Background: an optimization exercise with open tools, aiming at small area and a short achievable clock period. Do not read the settings as production practice.
Where RTL was checked, it was by simulation tests only, not by an equivalence proof against the original.
The clock port is modelled as an ideal driver; clocking choices that lean on that would not hold on a real chip.
Power is estimated from default activity; no workload was simulated.

==> flow/design.v <==
module pkt_fifo_sync #(
  parameter int DATA_W    = 32,
  parameter int DEPTH     = 64,
  parameter int AF_THRESH = DEPTH - 4
) (
  input  logic                       clk,
  input  logic                       rst_n,
  input  logic                       s_tvalid,
  output logic                       s_tready,
  input  logic [DATA_W-1:0]          s_tdata,
  input  logic                       s_tlast,
  input  logic                       s_tuser,
  output logic                       m_tvalid,
  input  logic                       m_tready,
  output logic [DATA_W-1:0]          m_tdata,
  output logic                       m_tlast,
  output logic [$clog2(DEPTH+1)-1:0] level,
  output logic [$clog2(DEPTH+1)-1:0] pkt_count,
  output logic                       almost_full,
  output logic                       drop_pulse
);
  localparam int CNT_W = $clog2(DEPTH + 1);
  localparam int RD    = DEPTH - 1;             
  localparam int RP_W  = $clog2(RD);
  localparam int W     = DATA_W + 1;
  function automatic logic [RP_W-1:0] rinc(input logic [RP_W-1:0] p);
    rinc = (p == RP_W'(RD - 1)) ? '0 : p + RP_W'(1);
  endfunction
  logic               drop_m;           
  logic [CNT_W-1:0]   lvl, cm, pkt;
  logic [RP_W-1:0]    rwp, rcp, rrp;    
  logic               mv_r, sr_r, af_r, dp_r;
  logic [CNT_W-1:0]   lvl_ni, pkt_ni;       
  logic               mv_ni, sr_ni;
  logic [CNT_W-1:0]   lv, pk;               
  logic               mv, sr, tl;           
  logic [W-1:0]       ring [RD];
  logic [W-1:0]       head;             
  logic [W-1:0]       head_ni, hd;      
  logic               pop, wr, disc, commit, app, full_unc, drop_n;
  logic               lvl0, lvl1, cm1, notfull;
  logic [CNT_W-1:0]   lvl_p1, lvl_m1, cm_m1, pkt_p1, pkt_m1;
  logic [RP_W-1:0]    rwp_i, rcp_i, rrp_i;
  logic [CNT_W-1:0]   lvl_n, cm_n, pkt_n;
  logic [RP_W-1:0]    rwp_a, rwp_n, rcp_n;
  logic               mv_n, sr_n, af_n;
  logic [W-1:0]       din, rdata, head_n;
  logic [RD-1:0]      rsel, wsel, rsel_n;
  logic [RP_W-1:0]    rrp_n;
  logic               adv_rd;
  assign s_tready    = sr_r;
  assign m_tvalid    = mv_r;
  assign m_tdata     = head[DATA_W-1:0];
  assign m_tlast     = head[DATA_W];
  assign hd          = ~head_ni;
  assign level       = lvl;
  assign pkt_count   = pkt;
  assign almost_full = af_r;
  assign drop_pulse  = dp_r;
  assign din      = {s_tlast, s_tdata};
  assign lv       = ~lvl_ni;
  assign pk       = ~pkt_ni;
  assign mv       = ~mv_ni;
  assign sr       = ~sr_ni;
  assign tl       = hd[DATA_W];
  assign notfull  = ~lv[CNT_W-1];
  assign lvl0     = (lv == '0);
  assign lvl1     = (lv == CNT_W'(1));
  assign cm1      = (cm == CNT_W'(1));
  assign full_unc = ~drop_m & lv[CNT_W-1] & ~mv;
  assign lvl_p1   = lv + CNT_W'(1);
  assign lvl_m1   = lv - CNT_W'(1);
  assign cm_m1    = cm - CNT_W'(1);
  assign pkt_p1   = pk + CNT_W'(1);
  assign pkt_m1   = pk - CNT_W'(1);
  assign rwp_i    = rinc(rwp);
  assign rcp_i    = rinc(rcp);
  assign rrp_i    = rinc(rrp);
  assign pop      = mv & m_tready;
  assign wr       = ~drop_m & s_tvalid & sr;
  assign disc     = full_unc | (wr & s_tlast & s_tuser);
  assign commit   = wr & s_tlast & ~s_tuser;
  assign app      = wr & ~(s_tlast & s_tuser);
  assign drop_n   = drop_m ? ~(s_tvalid & s_tlast) : full_unc;
  always_comb begin
    if (disc)           lvl_n = pop ? cm_m1 : cm;
    else if (app)       lvl_n = pop ? lv : lvl_p1;
    else                lvl_n = pop ? lvl_m1 : lv;
    if (commit)         cm_n = pop ? lv : lvl_p1;
    else                cm_n = pop ? cm_m1 : cm;
    if (commit)         pkt_n = (pop & tl) ? pk : pkt_p1;
    else                pkt_n = (pop & tl) ? pkt_m1 : pk;
    rwp_a = (app & ~lvl0 & ~(pop & lvl1)) ? rwp_i : rwp;
    rcp_n = commit ? rwp_a : ((pop & cm1 & ~lvl1) ? rcp_i : rcp);
    rwp_n = disc ? rcp_n : rwp_a;
    mv_n  = (cm_n != '0);
    sr_n  = drop_n | ~lvl_n[CNT_W-1];
    af_n  = (lvl_n >= CNT_W'(AF_THRESH));
  end
  assign adv_rd = pop & ~lvl1;
  assign rrp_n  = adv_rd ? rrp_i : rrp;
  always_comb begin
    for (int i = 0; i < RD; i++) begin
      rsel_n[i] = (rrp_n == RP_W'(i));
      wsel[i]   = (rwp == RP_W'(i)) & notfull;
    end
  end
  for (genvar b = 0; b < W; b++) begin : g_rd
    logic [RD/3-1:0] aoi;
    for (genvar g = 0; g < RD / 3; g++) begin : g_aoi
      pkt_fifo_aoi222 u_aoi (
        .a1(rsel[3*g]),   .a2(ring[3*g][b]),
        .b1(rsel[3*g+1]), .b2(ring[3*g+1][b]),
        .c1(rsel[3*g+2]), .c2(ring[3*g+2][b]),
        .y(aoi[g]));
    end
    assign rdata[b] = ~&aoi;
  end
  always_comb begin
    if (pop) head_n = lvl1 ? din : rdata;
    else     head_n = lvl0 ? din : hd;
  end
  always_ff @(posedge clk or negedge rst_n) begin
    if (!rst_n) begin
      drop_m <= 1'b0;
      lvl    <= '0;
      cm     <= '0;
      pkt    <= '0;
      rwp    <= '0;
      rcp    <= '0;
      rrp    <= '0;
      mv_r   <= 1'b0;
      sr_r   <= 1'b1;
      lvl_ni <= '1;
      pkt_ni <= '1;
      mv_ni  <= 1'b1;
      sr_ni  <= 1'b0;
      af_r   <= 1'b0;
      dp_r   <= 1'b0;
    end else begin
      drop_m <= drop_n;
      lvl    <= lvl_n;
      cm     <= cm_n;
      pkt    <= pkt_n;
      rwp    <= rwp_n;
      rcp    <= rcp_n;
      rrp    <= rrp_n;
      mv_r   <= mv_n;
      sr_r   <= sr_n;
      lvl_ni <= ~lvl_n;
      pkt_ni <= ~pkt_n;
      mv_ni  <= ~mv_n;
      sr_ni  <= ~sr_n;
      af_r   <= af_n;
      dp_r   <= disc;
    end
  end
  always_ff @(posedge clk) begin
    head    <= head_n;
    head_ni <= ~head_n;
  end
  always_ff @(posedge clk) begin
    rsel <= rsel_n;
    for (int i = 0; i < RD; i++)
      if (wsel[i]) ring[i] <= din;
  end
endmodule
module pkt_fifo_aoi222 (
  input  logic a1, a2, b1, b2, c1, c2,
  output logic y
);
  assign y = ~((a1 & a2) | (b1 & b2) | (c1 & c2));
endmodule
Settings: LEC_CHECK=0, CAP_MARGIN=20, CORE_MARGIN=2, CORE_UTILIZATION=60, CTS_CLUSTER_DIAMETER=80, CTS_CLUSTER_SIZE=30, SETUP_SLACK_MARGIN=3.0, SLEW_MARGIN=20; clock period 5.5 ns.
standard.sh (not shown) runs the stock make flow with config.mk's settings and CLKGATE_MAP_FILE= SYNTH_SCRIPT=/design/flow/synth_recipe.tcl, a recipe that flattens the netlist after the stock synthesis.
==> flow/flow/run.sh <==
#!/bin/bash
# Standard ORFS layout, with timing repair after CTS and after global routing
# run repeatedly (see repair.tcl).  Full tool output goes to flow_standard.log.
set -euo pipefail
W=$(pwd)
bash standard.sh PRE_CTS_TCL=$W/flow/repair.tcl PRE_GLOBAL_ROUTE_TCL=$W/flow/repair.tcl finish > $W/flow_standard.log 2>&1
==> flow/flow/repair.tcl <==
# Sourced before the CTS and global-route steps: the steps' timing repair
# (repair_timing_helper) is run several times instead of once, since one
# repair_timing call often stops well short of its setup margin.
proc repair_timing_helper { args } {
  set additional_args {}
  append_env_var additional_args SETUP_SLACK_MARGIN -setup_margin 1
  append_env_var additional_args HOLD_SLACK_MARGIN -hold_margin 1
  append_env_var additional_args SETUP_MOVE_SEQUENCE -sequence 1
  append_env_var additional_args TNS_END_PERCENT -repair_tns 1
  append_env_var additional_args SKIP_PIN_SWAP -skip_pin_swap 0
  append_env_var additional_args SKIP_GATE_CLONING -skip_gate_cloning 0
  append_env_var additional_args SKIP_BUFFER_REMOVAL -skip_buffer_removal 0
  append_env_var additional_args SKIP_LAST_GASP -skip_last_gasp 0
  append_env_var additional_args SKIP_VT_SWAP -skip_vt_swap 0
  append_env_var additional_args SKIP_CRIT_VT_SWAP -skip_crit_vt_swap 0
  append_env_var additional_args MATCH_CELL_FOOTPRINT -match_cell_footprint 0
  lappend additional_args {*}$args -verbose
  for {set i 0} {$i < 3} {incr i} {
    log_cmd repair_timing {*}$additional_args
  }
}
Then changed:
--- a/flow/design.v
+++ b/flow/design.v
@@ -46,6 +46,7 @@
   logic               mv_n, sr_n, af_n;
   logic [W-1:0]       din, rdata, head_n;
   logic [RD-1:0]      rsel, wsel, rsel_n;
+  logic [7:0]         whi, wlo, whi_n, wlo_n;    
   logic [RP_W-1:0]    rrp_n;
   logic               adv_rd;
   assign s_tready    = sr_r;
@@ -102,7 +103,11 @@
   always_comb begin
     for (int i = 0; i < RD; i++) begin
       rsel_n[i] = (rrp_n == RP_W'(i));
-      wsel[i]   = (rwp == RP_W'(i)) & notfull;
+      wsel[i]   = whi[i / 8] & wlo[i % 8];
+    end
+    for (int j = 0; j < 8; j++) begin
+      whi_n[j] = (rwp_n[5:3] == 3'(j));
+      wlo_n[j] = (rwp_n[2:0] == 3'(j)) & ~lvl_n[CNT_W-1];
     end
   end
   for (genvar b = 0; b < W; b++) begin : g_rd
@@ -156,6 +161,8 @@
     end
   end
   always_ff @(posedge clk) begin
+    whi     <= whi_n;
+    wlo     <= wlo_n;
     head    <= head_n;
     head_ni <= ~head_n;
   end
Outcome: The new run went through all stages and came out clean; sequential cell count increases by 16; worst setup slack is better by 75 ps; global-route usage is about the same; final area decreases slightly; critical path depth increases by 3; non-clock buffer count decreases by 107; final cell count barely changes; combinational power decreases by about a fifth; synthesized area increases slightly; first-iteration DRC count decreases by a few percent; register-to-register slack is better by 70 ps; power decreases by a few percent; via count is about the same.
The RTL of the first run of this note was laid out without a check of its function.

==> static timing again, ports no longer ideal <==
In the flow no input, the clock included, has a driving cell. The finished layouts below were timed again as built, in two steps.
Step 1 assumes that a clkbuf_16 drives the clock port and a buf_2 every other input.
Step 2 also shifts input and output timing later by t, the mid clock arrival at the registers, as if the neighbouring blocks saw the same clock.
Slacks: ideal / step 1 / step 2; pairs: ideal / step 1.
run	t, ns	setup slack, ns	hold WS [ns]
the first run	0.845	2.903 / 2.903 / 2.229	0.441 / 0.420 / 0.441
the second run	0.851	2.978 / 2.899 / 2.295	0.480 / 0.420 / 0.517
After both steps setup and hold are still met in every run listed. The setup slack of the second run, which loses most, moves by -0.079 ns with the drivers and by -0.683 ns with both steps.
